Context: an optimization exercise on an open-source flow, tuned for small area and a short achievable clock period. The choices shown serve that exercise and are no tape-out recipe.
Only simulation tests tie the RTL to the original design; equivalence was not proved.
Power and IR drop assume default switching activity.

== job 565 ==
Design mc_rf_top, start of the top module:
module mc_rf_top #(
	parameter int NUM_CS = 8
) (
	input  logic clk,
	input  logic rst,
	input  logic bus_cyc_i,
	input  logic bus_stb_i,
	input  logic bus_we_i,
	input  logic [31:0] bus_addr_i,
	input  logic [mc_pkg::DATA_W-1:0] bus_data_i,
	input  logic mc_sts_i,
	input  logic cs_le_i,
	input  logic init_ack_i,
	input  logic lmr_ack_i,
	output logic ack_o,
	output logic [mc_pkg::DATA_W-1:0] rd_data_o,
	output logic wp_err_o,
	output logic [mc_pkg::MAX_CS-1:0] cs_o,
	output logic [mc_pkg::DATA_W-1:0] csc_sel_o,
	output logic [mc_pkg::DATA_W-1:0] tms_sel_o,
	output logic [mc_pkg::MAX_CS-1:0] cs_need_rfr_o,
	output logic [2:0] ref_int_o,
	output logic [7:0] rfr_ps_val_o,
	output logic mc_vpen_o,
	output logic fs_o,
	output logic init_req_o,
	output logic lmr_req_o,
	output logic [mc_pkg::MAX_CS-1:0] spec_req_cs_o
);
Settings: LEC_CHECK=0, CAP_MARGIN=20, CORE_MARGIN=2, CORE_UTILIZATION=40, SETUP_SLACK_MARGIN=4.5, SLEW_MARGIN=20; clock period 7.0 ns.
run.sh (not shown) runs the stock make flow with config.mk's settings and CLKGATE_MAP_FILE= SYNTH_SCRIPT=/design/flow/synth_recipe.tcl, a recipe that flattens the netlist after the stock synthesis.
Job 565 went all the way through the flow, and no timing, DRC or antenna check failed.
For job 3672, these inputs were changed with respect to job 565:
- SETUP_SLACK_MARGIN no longer set, was 4.5
--- outcome ---
- Comparing ratio of routed vias to standard cells for job 565 and job 3672, the smaller number came from job 3672.
- Per the comparison of job 3672 with job 565, growth of design area from synthesis to finish shows a reduction of 24 points; global-route usage shows a reduction of 6.3 points.
- Looking only at part of the total power dissipated in combinational logic, and setting everything else aside, the lower value of job 565 and job 3672 goes to job 3672.
- In the flow results for job 565 and job 3672, the critical path depth is larger on job 565.

* * *

garnet:
mc_rf_top, a different RTL version from the one above (not shown whole).
For scale: about 0.030 mm^2 of cells after synthesis.
==> flow/design.v (excerpt) <==
module mc_rf_top #(
	parameter int NUM_CS = 8
) (
	input  logic clk,
	input  logic rst,
	input  logic bus_cyc_i,
	input  logic bus_stb_i,
	input  logic bus_we_i,
	input  logic [31:0] bus_addr_i,
	input  logic [mc_pkg::DATA_W-1:0] bus_data_i,
	input  logic mc_sts_i,
	input  logic cs_le_i,
	input  logic init_ack_i,
	input  logic lmr_ack_i,
	output logic ack_o,
	output logic [mc_pkg::DATA_W-1:0] rd_data_o,
	output logic wp_err_o,
	output logic [mc_pkg::MAX_CS-1:0] cs_o,
	output logic [mc_pkg::DATA_W-1:0] csc_sel_o,
	output logic [mc_pkg::DATA_W-1:0] tms_sel_o,
	output logic [mc_pkg::MAX_CS-1:0] cs_need_rfr_o,
	output logic [2:0] ref_int_o,
	output logic [7:0] rfr_ps_val_o,
	output logic mc_vpen_o,
	output logic fs_o,
	output logic init_req_o,
	output logic lmr_req_o,
	output logic [mc_pkg::MAX_CS-1:0] spec_req_cs_o
);
export LEC_CHECK = 0
export CAP_MARGIN = 20
export CORE_MARGIN = 2
export CORE_UTILIZATION = 55
export CTS_BUF_LIST = sky130_fd_sc_hd__clkbuf_8
export CTS_CLUSTER_DIAMETER = 60
export CTS_CLUSTER_SIZE = 14
export SETUP_SLACK_MARGIN = 3.7
export SLEW_MARGIN = 20
create_clock -name core_clock -period 7.0 [get_ports {clk}]
standard.sh (not shown) runs the stock make flow with config.mk's settings and CLKGATE_MAP_FILE= SYNTH_SCRIPT=/design/flow/synth_recipe.tcl, a recipe that flattens the netlist after the stock synthesis.
==> flow/flow/run.sh <==
#!/bin/bash
# Standard ORFS layout (standard synthesis script), with resizing free to
# change cell footprints, plain buffers on the ports, and the slow
# single-size a222oi cell kept out of mapping and resizing.
set -euo pipefail
DU="$(cat flow/dont_use.txt)"
bash standard.sh MATCH_CELL_FOOTPRINT=0 "BUFFER_PORTS_ARGS=-buffer_cell sky130_fd_sc_hd__buf_2" "DONT_USE_CELLS=$DU" finish > standard.log 2>&1
==> flow/flow/dont_use.txt <==
sky130_fd_sc_hd__probe_p_8 sky130_fd_sc_hd__probec_p_8 sky130_fd_sc_hd__lpflow_bleeder_1 sky130_fd_sc_hd__lpflow_clkbufkapwr_1 sky130_fd_sc_hd__lpflow_clkbufkapwr_16 sky130_fd_sc_hd__lpflow_clkbufkapwr_2 sky130_fd_sc_hd__lpflow_clkbufkapwr_4 sky130_fd_sc_hd__lpflow_clkbufkapwr_8 sky130_fd_sc_hd__lpflow_clkinvkapwr_1 sky130_fd_sc_hd__lpflow_clkinvkapwr_16 sky130_fd_sc_hd__lpflow_clkinvkapwr_2 sky130_fd_sc_hd__lpflow_clkinvkapwr_4 sky130_fd_sc_hd__lpflow_clkinvkapwr_8 sky130_fd_sc_hd__lpflow_decapkapwr_12 sky130_fd_sc_hd__lpflow_decapkapwr_3 sky130_fd_sc_hd__lpflow_decapkapwr_4 sky130_fd_sc_hd__lpflow_decapkapwr_6 sky130_fd_sc_hd__lpflow_decapkapwr_8 sky130_fd_sc_hd__lpflow_inputiso0n_1 sky130_fd_sc_hd__lpflow_inputiso0p_1 sky130_fd_sc_hd__lpflow_inputiso1n_1 sky130_fd_sc_hd__lpflow_inputiso1p_1 sky130_fd_sc_hd__lpflow_inputisolatch_1 sky130_fd_sc_hd__lpflow_isobufsrc_1 sky130_fd_sc_hd__lpflow_isobufsrc_16 sky130_fd_sc_hd__lpflow_isobufsrc_2 sky130_fd_sc_hd__lpflow_isobufsrc_4 sky130_fd_sc_hd__lpflow_isobufsrc_8 sky130_fd_sc_hd__lpflow_isobufsrckapwr_16 sky130_fd_sc_hd__lpflow_lsbuf_lh_hl_isowell_tap_1 sky130_fd_sc_hd__lpflow_lsbuf_lh_hl_isowell_tap_2 sky130_fd_sc_hd__lpflow_lsbuf_lh_hl_isowell_tap_4 sky130_fd_sc_hd__lpflow_lsbuf_lh_isowell_4 sky130_fd_sc_hd__lpflow_lsbuf_lh_isowell_tap_1 sky130_fd_sc_hd__lpflow_lsbuf_lh_isowell_tap_2 sky130_fd_sc_hd__lpflow_lsbuf_lh_isowell_tap_4 sky130_fd_sc_hd__a222oi_1
Both conditions hold for garnet: the flow ran to the end and the final layout passed the timing, DRC and antenna checks.
Changes in umber relative to garnet:
# garnet
export LEC_CHECK = 0
export CAP_MARGIN = 20
export CORE_MARGIN = 2
export CORE_UTILIZATION = 55
export CTS_BUF_LIST = sky130_fd_sc_hd__clkbuf_8
export CTS_CLUSTER_DIAMETER = 60
export CTS_CLUSTER_SIZE = 14
export SETUP_SLACK_MARGIN = 3.7
export SLEW_MARGIN = 20
create_clock -name core_clock -period 7.0 [get_ports {clk}]
# umber
export LEC_CHECK = 0
export CAP_MARGIN = 20
export CORE_MARGIN = 2
export CORE_UTILIZATION = 60
export CTS_BUF_LIST = sky130_fd_sc_hd__clkbuf_8
export CTS_CLUSTER_DIAMETER = 60
export CTS_CLUSTER_SIZE = 14
export SETUP_SLACK_MARGIN = 3.7
export SLEW_MARGIN = 20
create_clock -name core_clock -period 7.0 [get_ports {clk}]
Results
For garnet, the endpoint of the worst setup timing path was rd_q[9]$_DFF_P_, unlike umber, where it was tms_sel_o[9]. umber reports a higher relative area of non-clock buffer cells in the final design than garnet does. Area: umber vs garnet -> umber larger. Diff garnet..umber | clock tree buffer depth | unchanged. Reported for garnet and umber, share of flip-flops with an asynchronous set or reset after synthesis turned out identical to the last digit. umber: no failed stages, no open violations at the end. [umber] total stage count of the critical path fell 5 relative to garnet. [umber vs garnet] wire length: lower in umber. Comparing garnet and umber, the lower total inserted antenna cells is on umber. Lower final period demand of the worst path was reported by umber, not garnet.
diff inputs: umber => nickel
# umber
export LEC_CHECK = 0
export CAP_MARGIN = 20
export CORE_MARGIN = 2
export CORE_UTILIZATION = 60
export CTS_BUF_LIST = sky130_fd_sc_hd__clkbuf_8
export CTS_CLUSTER_DIAMETER = 60
export CTS_CLUSTER_SIZE = 14
export SETUP_SLACK_MARGIN = 3.7
export SLEW_MARGIN = 20
create_clock -name core_clock -period 7.0 [get_ports {clk}]
# nickel
export LEC_CHECK = 0
export CAP_MARGIN = 20
export CORE_MARGIN = 2
export CORE_UTILIZATION = 60
export CTS_BUF_LIST = sky130_fd_sc_hd__clkbuf_8
export CTS_CLUSTER_DIAMETER = 50
export CTS_CLUSTER_SIZE = 12
export SETUP_SLACK_MARGIN = 3.75
export SLEW_MARGIN = 20
create_clock -name core_clock -period 7.0 [get_ports {clk}]
Notes after the runs:
For the initial antenna violation count, nickel came in 3 lower than umber did.
Of umber and nickel, the run reporting the lower area growth from synthesis to layout was umber.
Going from umber to nickel, routed wire length grew slightly.
Compared to umber, nickel shows a wider setup margin.
Taking umber as the reference, in nickel proportion of cell area occupied by multi-input gates did not really move; proportion of power drawn by combinational gates now sits lower; design area rose by 690 um^2; met2 capacity usage during global routing went up.
The inputs of fjord differ from those of nickel as listed below.
# nickel
export LEC_CHECK = 0
export CAP_MARGIN = 20
export CORE_MARGIN = 2
export CORE_UTILIZATION = 60
export CTS_BUF_LIST = sky130_fd_sc_hd__clkbuf_8
export CTS_CLUSTER_DIAMETER = 50
export CTS_CLUSTER_SIZE = 12
export SETUP_SLACK_MARGIN = 3.75
export SLEW_MARGIN = 20
create_clock -name core_clock -period 7.0 [get_ports {clk}]
# fjord
export LEC_CHECK = 0
export CAP_MARGIN = 20
export CORE_MARGIN = 2
export CORE_UTILIZATION = 60
export CTS_BUF_LIST = sky130_fd_sc_hd__clkbuf_8
export CTS_CLUSTER_DIAMETER = 60
export CTS_CLUSTER_SIZE = 14
export SETUP_SLACK_MARGIN = 3.85
export SLEW_MARGIN = 20
create_clock -name core_clock -period 7.0 [get_ports {clk}]
## What came out
- fjord leaves less setup margin than nickel.
- Global placement routability congestion (fjord vs. nickel) decreases slightly
- On count of multi-input gates, nickel and fjord are basically level.
- [fjord] length of routed met3 wiring fell about 1.3% relative to nickel
- According to the power report, total power for fjord is lower than for nickel.
- Compared with nickel, in fjord share of total power in the clock network decreased by 4.8 points relative to the old numbers; portion of the layout cell area used by clock cells decreased by 1.3 points relative to the old numbers; post-route clock period utilization increased by 0.27 points relative to the old numbers; maximum frequency decreased by 0.58% relative to the old numbers; reg-to-reg setup timing slack increased by 0.08 ns relative to the old numbers.
- On inverter count, nickel tracks fjord almost exactly.
Input-level comparison between zinc and fjord:
# fjord
export LEC_CHECK = 0
export CAP_MARGIN = 20
export CORE_MARGIN = 2
export CORE_UTILIZATION = 60
export CTS_BUF_LIST = sky130_fd_sc_hd__clkbuf_8
export CTS_CLUSTER_DIAMETER = 60
export CTS_CLUSTER_SIZE = 14
export SETUP_SLACK_MARGIN = 3.85
export SLEW_MARGIN = 20
create_clock -name core_clock -period 7.0 [get_ports {clk}]
# zinc
export LEC_CHECK = 0
export CAP_MARGIN = 20
export CORE_MARGIN = 2
export CORE_UTILIZATION = 60
export CTS_BUF_LIST = sky130_fd_sc_hd__clkbuf_8
export CTS_CLUSTER_DIAMETER = 60
export CTS_CLUSTER_SIZE = 14
export PLACE_DENSITY = 0.66
export SETUP_SLACK_MARGIN = 3.75
export SLEW_MARGIN = 20
create_clock -name core_clock -period 7.0 [get_ports {clk}]
==> run notes <==
zinc and fjord ended up with nearly the same via count of the first global-routing pass. zinc and fjord ended up with roughly the same core utilization. Between zinc and fjord, the difference in number of instances in the placed design is negligible.
Modified inputs, tundra compared to zinc
# zinc
export LEC_CHECK = 0
export CAP_MARGIN = 20
export CORE_MARGIN = 2
export CORE_UTILIZATION = 60
export CTS_BUF_LIST = sky130_fd_sc_hd__clkbuf_8
export CTS_CLUSTER_DIAMETER = 60
export CTS_CLUSTER_SIZE = 14
export PLACE_DENSITY = 0.66
export SETUP_SLACK_MARGIN = 3.75
export SLEW_MARGIN = 20
create_clock -name core_clock -period 7.0 [get_ports {clk}]
# tundra
export LEC_CHECK = 0
export CAP_MARGIN = 20
export CORE_MARGIN = 2
export CORE_UTILIZATION = 60
export CTS_BUF_LIST = sky130_fd_sc_hd__clkbuf_8
export CTS_CLUSTER_DIAMETER = 60
export CTS_CLUSTER_SIZE = 14
export SETUP_SLACK_MARGIN = 4.0
export SLEW_MARGIN = 20
create_clock -name core_clock -period 7.0 [get_ports {clk}]
[summary]
- Relative to zinc, count of TritonRoute iterations in the first routing pass increased by 1 in tundra.
- As far as compound-gate portion of the synthesized area goes, tundra and zinc are indistinguishable; the numbers are identical.
- Taking zinc as 1.0, tundra lands at 1.11 on number of ordinary and repair buffers in the finished layout.
- Summary of tundra over zinc: utilization now sits higher; final area now sits higher.
- Max fraction of the cycle the final worst path needs across zinc and tundra: zinc

separate check: timing with driven ports:
The results above use ideal ports. As a check the final layouts listed here were re-extracted and re-timed, cells and wires unchanged. Step 1 sets driving cells, clkbuf_16 on the clock port and buf_2 on the other inputs (assumed; they add their load-dependent delay and slew). Step 2 also shifts input and output timing later by t, the mid clock arrival at the registers, as if the neighbouring blocks saw the same clock. Three values: ideal ports, drivers, drivers and shift; two values: the first two.
run	shift t [ns]	setup slack, ns	worst data-port slew with drivers (ns)
job 565	0.738	3.565 / 3.554 / 2.816	0.27
job 3672	0.698	1.796 / 1.828 / 1.130	0.15
garnet	0.774	3.667 / 3.656 / 2.882	0.11
umber	0.778	3.676 / 3.616 / 2.981	0.11
nickel	0.738	3.706 / 3.649 / 2.947	0.10
fjord	0.792	3.687 / 3.622 / 3.040	0.10
zinc	0.780	3.656 / 3.598 / 2.936	0.10
tundra	0.780	3.712 / 3.649 / 3.148	0.13
After both steps every run listed still meets setup and hold. For garnet, which loses most, drivers alone change the setup slack by -0.011 ns; drivers and shift together by -0.785 ns.
